Context: an optimization exercise on an open-source flow, tuned for small area, a short achievable clock period and few clock cycles per item. The choices shown serve that exercise and are no tape-out recipe.
Only simulation tests tie the RTL to the original design; equivalence was not proved.
Power and IR drop assume default switching activity.

the baseline:
## rational_arithmetic_unit_core
module rational_arithmetic_unit_core (
   input  wire logic         clock,
   input  wire logic         reset,
   input  wire logic         req_tvalid,
   output logic              req_tready,
   input  wire logic [127:0] req_tdata,    
   input  wire logic [2:0]   req_tuser,    
   output logic              rsp_tvalid,
   input  wire logic         rsp_tready,
   output logic [63:0]       rsp_tdata,    
   output logic [1:0]        rsp_tuser     
);
   localparam int SH  = 4;           
   localparam int MW  = 37;          
   typedef enum logic [4:0] {
      A_IDLE = 5'b00001,
      A_PRE  = 5'b00010,    
      A_MUL  = 5'b00100,
      A_FIN  = 5'b01000,    
      A_WAIT = 5'b10000
   } ast_t;
   ast_t ast, ast_n;
   localparam int WS = 40;
   localparam logic [WS-1:0] GN   = WS'(55) << 30;     
   localparam logic [WS-1:0] VN0  = WS'(9) << 30;      
   logic [31:0]   r0, r1, r2, r3;
   logic [WS-1:0] ns, nc;            
   logic          cyn;               
   logic [WS-1:0] hd;                
   logic [2:0]    acnt;
   logic          a_add, a_red, a_div, a_mul, a_neg, a_force, a_zero;
   logic          fl_p, fl_q, fl_d;     
   logic          z_bd, z_bn, z_ad;
   logic [1:0]    a_code;
   logic          rdy;               
   logic          hand;              
   logic [3:0]    bp0, bp1, bq0, bq1, bd0, bd1;
  ...
Size: ~7100 cells after synthesis, roughly 620 flip-flops, about 60000 um2 of cells after synthesis.
Settings: LEC_CHECK=0, CAP_MARGIN=20, CORE_MARGIN=2, CORE_UTILIZATION=40, SLEW_MARGIN=20; clock period 13.0 ns.
run.sh (not shown) runs the stock make flow with config.mk's settings and CLKGATE_MAP_FILE= SYNTH_SCRIPT=/design/flow/synth_recipe.tcl, a recipe that flattens the netlist after the stock synthesis.
Testbench counts of the baseline, summed over its fixed seeds: cycles 42,966, items 2,400.
[inputs] the candidate vs the baseline
-- flow/design.v --
<<< the baseline, line 314
      case (bst)
         B_GCD: begin
            if (x[0]) begin
               m1 <= shl((y[0] && xgey) ? m0 : m1, y[0] ? kd : ky);
               m3 <= shl((y[0] && xgey) ? m2 : m3, y[0] ? kd : ky);
            end
            if (x[0] && y[0]) begin
               x  <= xgey ? y : x;
>>> the candidate, line 314
      case (bst)
         B_GCD: begin
            if (x[0] && y[0]) begin
               x  <= xgey ? y : x;
<<< the baseline, line 323
               m0 <= s0;
               m2 <= s1;
            end else if (!x[0] && !y[0]) begin
               x <= shr(x, kx);
>>> the candidate, line 319
               m0 <= s0;
               m2 <= s1;
               m1 <= xgey ? shl(m0, kd) : shl(m1, kd);
               m3 <= xgey ? shl(m2, kd) : shl(m3, kd);
            end else if (!x[0] && !y[0]) begin
               x <= shr(x, kx);
<<< the baseline, line 332
            end else begin
               y  <= shr(y, ky);
            end
            if (mbig || (x[0] && y[0] && xeq)) begin
>>> the candidate, line 330
            end else begin
               y  <= shr(y, ky);
               m1 <= shl(m1, ky);
               m3 <= shl(m3, ky);
            end
            if (mbig || (x[0] && y[0] && xeq)) begin
==> comparison <==
Taking the baseline as the reference, in the candidate die area went up by 5.0%, transition time at the pin with the least slew margin went up by 0.058 ns, final core utilization went down by 0.33 points, number of tap cells added at floorplan went up by about 2.8%, count of buffers not belonging to the clock network in the layout went up by 4.
~same sequential power in the candidate and the baseline
Launch point of the worst path: x[1] -> the baseline, x[0] -> the candidate
Summary — largest net degree at the start of global routing, the candidate relative to the baseline: higher, by 67.
Worst setup slack after layout improves in the candidate relative to the baseline.
Of the candidate and the baseline, the baseline shows the lower fmax, with the candidate above it.
Testbench counts of the candidate, summed over its fixed seeds: cycles 42,966, items 2,400.

--- another note on this design; it stands on its own ---

Design rational_arithmetic_unit_core, start of the top module:
module rational_arithmetic_unit_core (
   input  wire logic         clock,
   input  wire logic         reset,
   input  wire logic         req_tvalid,
   output logic              req_tready,
   input  wire logic [127:0] req_tdata,    
   input  wire logic [2:0]   req_tuser,    
   output logic              rsp_tvalid,
   input  wire logic         rsp_tready,
   output logic [63:0]       rsp_tdata,    
   output logic [1:0]        rsp_tuser     
);
clock: 13.0 ns
lec_check: 0
cap_margin: 20
core_margin: 2
core_utilization: 60
slew_margin: 20
run.sh (not shown) runs the stock make flow with config.mk's settings and CLKGATE_MAP_FILE= SYNTH_SCRIPT=/design/flow/synth_recipe.tcl, a recipe that flattens the netlist after the stock synthesis.
Testbench counts at the start, summed over its fixed seeds: cycles 42,966, items 2,400.
Then changed:
CORE_UTILIZATION = 40   (was 60)
Result: Setup slack improved by 0.048 ns. Synthesized cell count does not change. Total power hardly moves. Die area climbs by 49%. Cell count is higher by 8.7%. Count of clock-buffer cells in the layout is higher by 16.

==> what the ideal ports hide <==
How much do the figures lean on ideal ports? The routed layouts below were timed once more, with nothing changed but the port constraints. Step 1 (the two cells are an assumption about what drives the block):
set clk [get_ports {clock}]
set_driving_cell -lib_cell sky130_fd_sc_hd__clkbuf_16 $clk
set_driving_cell -lib_cell sky130_fd_sc_hd__buf_2 [delete_from_list [all_inputs] $clk]
Step 2 moves the port delays by t, midway between the first and last clock arrival at a register: inputs arrive t later, outputs are due t later. That takes back most of the time a late clock gives input paths. Three values: ideal ports, drivers, drivers and shift; two values: the first two.
run	t, ns	slack for setup (ns)	hold slack, ns
the baseline	0.778	5.830 / 5.830 / 5.830	0.462 / 0.462 / 0.462
the candidate	0.778	6.640 / 6.640 / 6.640	0.556 / 0.556 / 0.556
the first run of note 2	0.754	6.782 / 6.782 / 6.782	0.524 / 0.524 / 0.524
the second run of note 2	0.792	6.829 / 6.829 / 6.829	0.515 / 0.515 / 0.515
After both steps setup and hold are still met in every run listed.
